Source: an optimization exercise on an open RTL-to-GDS flow (aim: small area). Production flows keep margins and buffers that such runs may drop. The RTL was checked by simulation tests, not by an equivalence proof against the original design. Power and IR drop assume default switching activity.

==> design/flow/design.v <==
`default_nettype none
package mips_prof_pkg;
    localparam logic [2:0] c_ST_IF = 3'd0;
    localparam logic [2:0] c_ST_ID = 3'd1;
    localparam logic [2:0] c_ST_EX = 3'd2;
    localparam logic [2:0] c_ST_MA = 3'd3;
    localparam logic [2:0] c_ST_WB = 3'd4;
    localparam logic [2:0] c_BIN_UK = 3'd5;
    localparam int c_NUM_CLASS = 9;
    localparam int c_NUM_STBIN = 6;
    localparam logic [5:0] c_OP_RTYPE = 6'h00;
    localparam logic [5:0] c_OP_ADDI  = 6'h08;
    localparam logic [5:0] c_OP_ORI   = 6'h0d;
    localparam logic [5:0] c_OP_BEQ   = 6'h04;
    localparam logic [5:0] c_OP_J     = 6'h02;
    localparam logic [5:0] c_OP_LW    = 6'h23;
    localparam logic [5:0] c_OP_SW    = 6'h2b;
    localparam logic [5:0] c_FN_ADD   = 6'h20;
    typedef enum logic [3:0] {
        CLS_ADD     = 4'd0,
        CLS_R_OTHER = 4'd1,
        CLS_ADDI    = 4'd2,
        CLS_ORI     = 4'd3,
        CLS_BEQ     = 4'd4,
        CLS_J       = 4'd5,
        CLS_LW      = 4'd6,
        CLS_SW      = 4'd7,
        CLS_OTHER   = 4'd8
    } prof_class_e;
    localparam logic [4:0] c_RB_CLS0   = 5'd0;
    localparam logic [4:0] c_RB_ST0    = 5'd9;
    localparam logic [4:0] c_RB_TOTAL  = 5'd15;
    localparam logic [4:0] c_RB_STATUS = 5'd16;
    typedef struct packed {
        logic [3:0]  cls;
        logic [31:0] word;
    } trace_tag_t;
    function automatic logic [3:0] classify(input logic [31:0] word);
        logic [3:0] cls;
        case (word[31:26])
            c_OP_RTYPE: cls = (word[5:0] == c_FN_ADD) ? 4'd0 : 4'd1;
            c_OP_ADDI:  cls = 4'd2;
            c_OP_ORI:   cls = 4'd3;
            c_OP_BEQ:   cls = 4'd4;
            c_OP_J:     cls = 4'd5;
            c_OP_LW:    cls = 4'd6;
            c_OP_SW:    cls = 4'd7;
            default:    cls = 4'd8;
        endcase
        classify = cls;
    endfunction
endpackage
`default_nettype wire
`default_nettype none
module prof_trace_fifo #(
    parameter int DEPTH  = 16,
    parameter int DATA_W = 44
) (
    input  logic                      clk,
    input  logic                      reset,
    input  logic                      clr,
    input  logic                      push,
    input  logic [DATA_W-1:0]         push_data,
    input  logic                      pop,
    output logic                      valid,
    output logic [DATA_W-1:0]         head_data,
    output logic                      full,
    output logic [$clog2(DEPTH):0]    occupancy,
    output logic                      ovf
);
    localparam int c_AW = $clog2(DEPTH);
    localparam logic [c_AW:0] c_FULL_COUNT = (c_AW + 1)'(DEPTH);
    logic [DATA_W-1:0] r_mem [DEPTH];
    logic [c_AW-1:0]   r_rd_ptr;
    logic [c_AW-1:0]   r_wr_ptr;
    logic [c_AW:0]     r_count;
    logic              r_ovf;
    logic w_empty;
    logic w_full;
    logic w_do_pop;
    logic w_do_push;
    assign w_empty   = (r_count == '0);
    assign w_full    = (r_count == c_FULL_COUNT);
    assign w_do_pop  = pop && !w_empty;
    assign w_do_push = push && (!w_full || w_do_pop);
    always_ff @(posedge clk) begin
        if (w_do_push && !clr) begin
            r_mem[r_wr_ptr] <= push_data;
        end
    end
    always_ff @(posedge clk or negedge reset) begin
        if (!reset) begin
            r_rd_ptr <= '0;
            r_wr_ptr <= '0;
            r_count  <= '0;
            r_ovf    <= 1'b0;
        end else if (clr) begin
            r_rd_ptr <= '0;
            r_wr_ptr <= '0;
            r_count  <= '0;
            r_ovf    <= 1'b0;
        end else begin
            if (w_do_push) begin
                r_wr_ptr <= r_wr_ptr + 1'b1;
            end
            if (w_do_pop) begin
                r_rd_ptr <= r_rd_ptr + 1'b1;
            end
            if (w_do_push && !w_do_pop) begin
                r_count <= r_count + 1'b1;
            end else if (w_do_pop && !w_do_push) begin
                r_count <= r_count - 1'b1;
            end
            if (push && !w_do_push) begin
                r_ovf <= 1'b1;
            end
        end
    end
    assign valid     = !w_empty;
    assign head_data = w_empty ? '0 : r_mem[r_rd_ptr];
    assign full      = w_full;
    assign occupancy = r_count;
    assign ovf       = r_ovf;
endmodule
`default_nettype wire
`default_nettype none
module mips_exec_profiler #(
    parameter int CNT_W       = 16,
    parameter int TRACE_DEPTH = 16,
    parameter int CYC_W       = 8
) (
    input  logic                  clk,
    input  logic                  reset,
    input  logic                  prof_en,
    input  logic                  prof_clr,
    input  logic [2:0]            uc_state,
    input  logic [31:0]           instr,
    input  logic [4:0]            rd_addr,
    output logic [CNT_W-1:0]      rd_data,
    input  logic                  trace_pop,
    output logic                  trace_valid,
    output logic [4+CYC_W+32-1:0] trace_data,
    output logic                  trace_ovf
);
    logic [2:0]       r_prev_state;
    logic             r_armed;
    logic [31:0]      r_word;
    logic [CYC_W-1:0] r_cyc;
    logic [CNT_W-1:0] r_cls_cnt [mips_prof_pkg::c_NUM_CLASS];
    logic [CNT_W-1:0] r_st_cnt  [mips_prof_pkg::c_NUM_STBIN];
    logic [CNT_W-1:0] r_tot_cnt;
    logic [CNT_W-1:0] r_rd_data;
    logic             w_if_entry;
    logic             w_retire;
    logic [3:0]       w_class;
    logic [2:0]       w_st_bin;
    logic [CNT_W-1:0] w_status;
    logic [CNT_W-1:0] w_rd_mux;
    assign w_if_entry = (uc_state == mips_prof_pkg::c_ST_IF) && (r_prev_state != mips_prof_pkg::c_ST_IF);
    assign w_retire   = w_if_entry && r_armed && prof_en && !prof_clr;
    assign w_class    = mips_prof_pkg::classify(r_word);
    assign w_st_bin   = (uc_state > mips_prof_pkg::c_ST_WB) ? mips_prof_pkg::c_BIN_UK : uc_state;
    always_ff @(posedge clk or negedge reset) begin
        if (!reset) begin
            r_prev_state <= mips_prof_pkg::c_ST_IF;
            r_armed      <= 1'b0;
            r_word       <= '0;
            r_cyc        <= '0;
        end else begin
            r_prev_state <= uc_state;
            if (prof_clr) begin
                r_armed <= 1'b0;
            end else if (w_if_entry) begin
                r_armed <= 1'b1;
            end
            if (uc_state == mips_prof_pkg::c_ST_ID) begin
                r_word <= instr;
            end
            if (w_if_entry) begin
                r_cyc <= CYC_W'(1);
            end else if (r_cyc != '1) begin
                r_cyc <= r_cyc + 1'b1;
            end
        end
    end
    always_ff @(posedge clk or negedge reset) begin
        if (!reset) begin
            for (int i = 0; i < mips_prof_pkg::c_NUM_CLASS; i++) r_cls_cnt[i] <= '0;
            for (int i = 0; i < mips_prof_pkg::c_NUM_STBIN; i++) r_st_cnt[i] <= '0;
            r_tot_cnt <= '0;
        end else if (prof_clr) begin
            for (int i = 0; i < mips_prof_pkg::c_NUM_CLASS; i++) r_cls_cnt[i] <= '0;
            for (int i = 0; i < mips_prof_pkg::c_NUM_STBIN; i++) r_st_cnt[i] <= '0;
            r_tot_cnt <= '0;
        end else begin
            for (int i = 0; i < mips_prof_pkg::c_NUM_CLASS; i++) begin
                if (w_retire && (w_class == 4'(i)) && (r_cls_cnt[i] != '1)) begin
                    r_cls_cnt[i] <= r_cls_cnt[i] + 1'b1;
                end
            end
            if (prof_en) begin
                for (int i = 0; i < mips_prof_pkg::c_NUM_STBIN; i++) begin
                    if ((w_st_bin == 3'(i)) && (r_st_cnt[i] != '1)) begin
                        r_st_cnt[i] <= r_st_cnt[i] + 1'b1;
                    end
                end
                if (r_tot_cnt != '1) begin
                    r_tot_cnt <= r_tot_cnt + 1'b1;
                end
            end
        end
    end
    localparam int c_OCC_W = $clog2(TRACE_DEPTH) + 1;
    mips_prof_pkg::trace_tag_t                w_tag;
    logic [4+CYC_W+32-1:0]     w_push_data;
    logic [c_OCC_W-1:0]        w_occ;
    logic                      w_unused_full;
    assign w_tag       = {w_class, r_word};
    assign w_push_data = {w_tag.cls, r_cyc, w_tag.word};
    assign w_status    = CNT_W'({trace_ovf, w_occ});
    prof_trace_fifo #(
        .DEPTH  (TRACE_DEPTH),
        .DATA_W (4 + CYC_W + 32)
    ) u_trace_fifo (
        .clk       (clk),
        .reset     (reset),
        .clr       (prof_clr),
        .push      (w_retire),
        .push_data (w_push_data),
        .pop       (trace_pop),
        .valid     (trace_valid),
        .head_data (trace_data),
        .full      (w_unused_full),
        .occupancy (w_occ),
        .ovf       (trace_ovf)
    );
    always_comb begin
        w_rd_mux = '0;
        for (int i = 0; i < mips_prof_pkg::c_NUM_CLASS; i++) begin
            if (rd_addr == (mips_prof_pkg::c_RB_CLS0 + 5'(i))) w_rd_mux = r_cls_cnt[i];
        end
        for (int i = 0; i < mips_prof_pkg::c_NUM_STBIN; i++) begin
            if (rd_addr == (mips_prof_pkg::c_RB_ST0 + 5'(i))) w_rd_mux = r_st_cnt[i];
        end
        if (rd_addr == mips_prof_pkg::c_RB_TOTAL)  w_rd_mux = r_tot_cnt;
        if (rd_addr == mips_prof_pkg::c_RB_STATUS) w_rd_mux = w_status;
    end
    always_ff @(posedge clk or negedge reset) begin
        if (!reset) begin
            r_rd_data <= '0;
        end else begin
            r_rd_data <= w_rd_mux;
        end
    end
    assign rd_data = r_rd_data;
endmodule
`default_nettype wire
==> design/flow/run.sh <==
#!/bin/bash
# synth_recipe.tcl (not shown) runs the flow's synth.tcl, then flattens the netlist and writes it again
# the make line also repeats each setting of config.mk as NAME=value (left out here)
make -C /OpenROAD-flow-scripts/flow DESIGN_CONFIG=/design/flow/config.mk WORK_HOME=/design/flow/orfs CLKGATE_MAP_FILE= SYNTH_SCRIPT=/design/flow/synth_recipe.tcl finish
==> design/flow/config.mk <==
export PLATFORM = sky130hd
export DESIGN_NAME = mips_exec_profiler
export DESIGN_NICKNAME = mips_exec_profiler
export VERILOG_FILES = /design/flow/design.v
export SDC_FILE = /design/flow/constraint.sdc
export NUM_CORES = 4
export LEC_CHECK = 0
export CAP_MARGIN = 20
export CORE_MARGIN = 2
export CORE_UTILIZATION = 40
export PLACE_DENSITY = 0.6
export SLEW_MARGIN = 20
==> design/flow/constraint.sdc <==
create_clock -name core_clock -period 6.0 [get_ports {clk}]
set_input_delay 1.2000 -clock core_clock [delete_from_list [all_inputs] [get_ports {clk}]]
set_output_delay 1.2000 -clock core_clock [all_outputs]
set_load 0.01 [all_outputs]
==> summary.txt <==
outcome = complete, no violations
VDD IR max = 0.2334 mV
Final nets = 3328
Max-Cap Viols = 0
Num CTS Buffers = 106
clock skew = 0.03979 ns
worst path required time = 4.80 ns
# clock sinks = 1034
vias = 28060
Pins Over Slew Limit = 0
min Tclk post-route = 5.093 ns
starting DRC count in detailed routing = 3060
Final ANT Viol Nets = 0
number of synthesized flops with an enable pin = 704
Worst Path Max Fanout = 38
die area = 117000 um^2
Post-CTS Hold Buffers = 0
kind of critical path = register to output port
RSZ-0062 raised after global routing = no
setup TNS = 0 ns
Post-DP Area = 48730 um^2
Mapped Nets = 3208
Cells after Synth = 3137
IO Pins = 107
endpoints failing setup = 0
filler cell count = 10040
fin area = 52300 um^2
Final WS setup = 0.9069 ns
Final period util = 84.88%
Worst Setup Start Kind = register
Rows = 124
GPL Wtd Cong = 0.9758
top cells by area, synth = edfxtp_1, dfrtp_1, mux4_2
Seq/Total Area, Yosys = 64.30%
syn avg cell area = 14.58 um^2
final global-route overflow total = 0
Die Y = 342.1 um
DR WL/cell = 24.40 um
vias in the first global route = 27820
number of distinct library cells after synthesis = 97
DRT Wirelength = 118.6 mm
Final Hold Fails = 0
Synth Flop Type = edfxtp_1
Slew HR = 28.01%
area delta synth->final = 14.37%
Clock Tree Root = clkbuf_16
Starting Density = 40.15%
Post-Syn Area = 45720 um^2
area leader, netlist = edfxtp_1
dpl hpwl = 73.71 mm
fmax = 196.3 MHz
initial antenna violation count = 6
H-tree levels = 3
die width = 342.1 um
CP Capture Type = output port
IO buf count = 106
Post-synth ARST share = 31.91%
pwr dens = 340.0 nW/um^2
total track usage = 20.25%
DRT Pass-1 Iters = 6
CTS resizes = 0
Design Power = 17780 uW
Leak = 0.01785 uW
CTS tree = built
first-pass GRT wire length = 180.2 mm
Clock Latency Late Sink = 0.70 ns
count of warnings emitted by yosys = 4
clk buf depth = 3
number of remaining DRC errors = 0
slew at the pin closest to its max-slew limit = 1.077 ns
CP arrival = 3.89 ns
core area = 113900 um^2
clock transition at the registers of the reported paths = 0.06 ns
worst r2r path cells = 7
post-CTS setup buffers = 0
HP Class = primary input to async pin
Yosys reg bits = 1034
post-synth top area share = 46.24%
Place WS = 1.060 ns
largest net degree at the start of global routing = 176
share of layout cells above drive strength 1 = 16.10%
vias per cell = 5.773
## stage by stage
step                      cells  util [%]  hold WS, ns
after global routing       4860     45.92       0.5341
final                      4861     45.92       0.5031
after global placement     4661     42.79       0.5444
after floorplan            3137         -       0.4584
after CTS                  4860     45.92       0.5412
after detailed placement   4661     42.79       0.5536
## metal layers
layer  track usage [%]  wire length, um  part of all wire [%]  up-vias
li1                  -                -                     -    12470
met5                 0               38                 0.032        -
met4             5.473             3181                   2.7        6
met2             31.65            55110                    46      882
met1             29.48            52950                    45    14520
met3             3.257             7327                   6.2      184
## sequential cells by signal, summed over array words and instances (netlist names)
name and count:
u_trace_fifo.r_count 5, r_word 32, r_tot_cnt 16, r_st_cnt 96
u_trace_fifo.r_ovf 1, u_trace_fifo.r_mem 704, u_trace_fifo.r_wr_ptr 4, r_rd_data 16
r_prev_state 3, r_cls_cnt 144, r_cyc 8, r_armed 1
u_trace_fifo.r_rd_ptr 4
## worst max-delay path: stages, from the launching register on
cell and delay, ns:
dfrtp_4 0.97, buf_4 0.43, mux4_2 0.55, mux4_2 0.47, and2_1 0.24, clkdlybuf4s50_1 0.51
## cell usage after synthesis (8+ instances only)
master,number
clkbuf_1,119
nand3b_1,11
o22ai_1,26
mux2i_1,19
a22oi_1,31
and4_1,24
a21oi_1,106
o21ai_0,69
a211oi_1,9
edfxtp_1,704
nor4_1,19
or4_1,12
and2_1,72
nand4_1,98
xnor2_1,55
o31ai_1,16
or3_1,44
nand4b_1,8
ha_1,25
nand3_1,129
nor3_1,58
nand2b_1,15
xor2_1,131
mux4_2,220
o211ai_1,12
or2_2,9
nor2_1,288
nor2b_1,26
and3_1,53
inv_1,42
a221oi_1,16
mux2_2,44
dfrtp_1,330
nand2_1,115
a221o_1,9
o221ai_1,8
o21ai_1,14
buf_1,26
## area by class of cell
cell class                      count  area, um^2  area share (%)
Clock inverter                     63       713.2           1.364
Inverter                           45       170.2          0.3254
Multi-Input combinational cell   1903       15620           29.87
Sequential cell                  1034       29410           56.24
Tap cell                         1512        1892           3.618
Clock buffer                      136        2846           5.443
Timing Repair Buffer              167        1639           3.134
Antenna cell                        1       2.502        0.004785
## placed cells by master (no fill, tap or decap), types with 26 or more instances in the layout
cell type          n
a21oi_1          106
a22oi_1           31
and2_1            64
and3_1            53
buf_4             51
clkbuf_16        107
clkdlybuf4s50_1  101
dfrtp_1          326
edfxtp_1         704
inv_1             42
mux2_2            44
mux4_2           220
nand2_1          115
nand3_1          129
nand4_1           98
nor2_1           284
nor3_1            54
o21ai_0           69
o22ai_1           26
or3_1             44
xnor2_1           55
xor2_1           131
## where the power goes
part           switching, uW  internal [uW]  total (uW)
Combinational           1230           1430        2660
Clock                   2860           3850        6700
Sequential               437           7980        8420
## cell families after synthesis
logic type      Yosys count  synth area share, %
mux                     284                12.36
buf+inv                 200                1.718
xor+xnor                186                3.563
simple gates           1008                11.49
compound gates          398                5.818
fa+ha+maj                27               0.7498
flops                  1034                64.30
## worst paths after layout
kind | start | to | slack, ns
max reg2reg | r_word[5] | r_cls_cnt[1][1] | 1.84
min reg2reg | r_cls_cnt[3][4] | r_cls_cnt[3][4] | 0.57
max in group asynchronous | reset | u_trace_fifo.r_rd_ptr[1] | 4.40
min in group core_clock | r_cls_cnt[3][4] | r_cls_cnt[3][4] | 0.57
max | u_trace_fifo.r_rd_ptr[0] | trace_data[42] | 0.91
min | reset | r_st_cnt[5][9] | 0.50

==> separate check: timing with driven ports <==
How much do the figures lean on ideal ports? The routed layout below was timed once more, with nothing changed but the port constraints. Step 1 (the two cells are an assumption about what drives the block):
set clk [get_ports {clk}]
set_driving_cell -lib_cell sky130_fd_sc_hd__clkbuf_16 $clk
set_driving_cell -lib_cell sky130_fd_sc_hd__buf_2 [delete_from_list [all_inputs] $clk]
Step 2 moves the port delays by t, midway between the first and last clock arrival at a register: inputs arrive t later, outputs are due t later. That takes back most of the time a late clock gives input paths. Slacks: ideal ports / drivers / drivers and shift; pairs: ideal ports / drivers.
t (ns): 0.759
slack for setup (ns): 0.907 / 0.835 / 0.958
worst setup path after step 2: input to register
latest minus earliest clock arrival (ns): 0.046 / 0.046
After both steps setup and hold are still met in this run. The setup slack of this run moves by -0.072 ns with the drivers and by +0.051 ns with both steps.
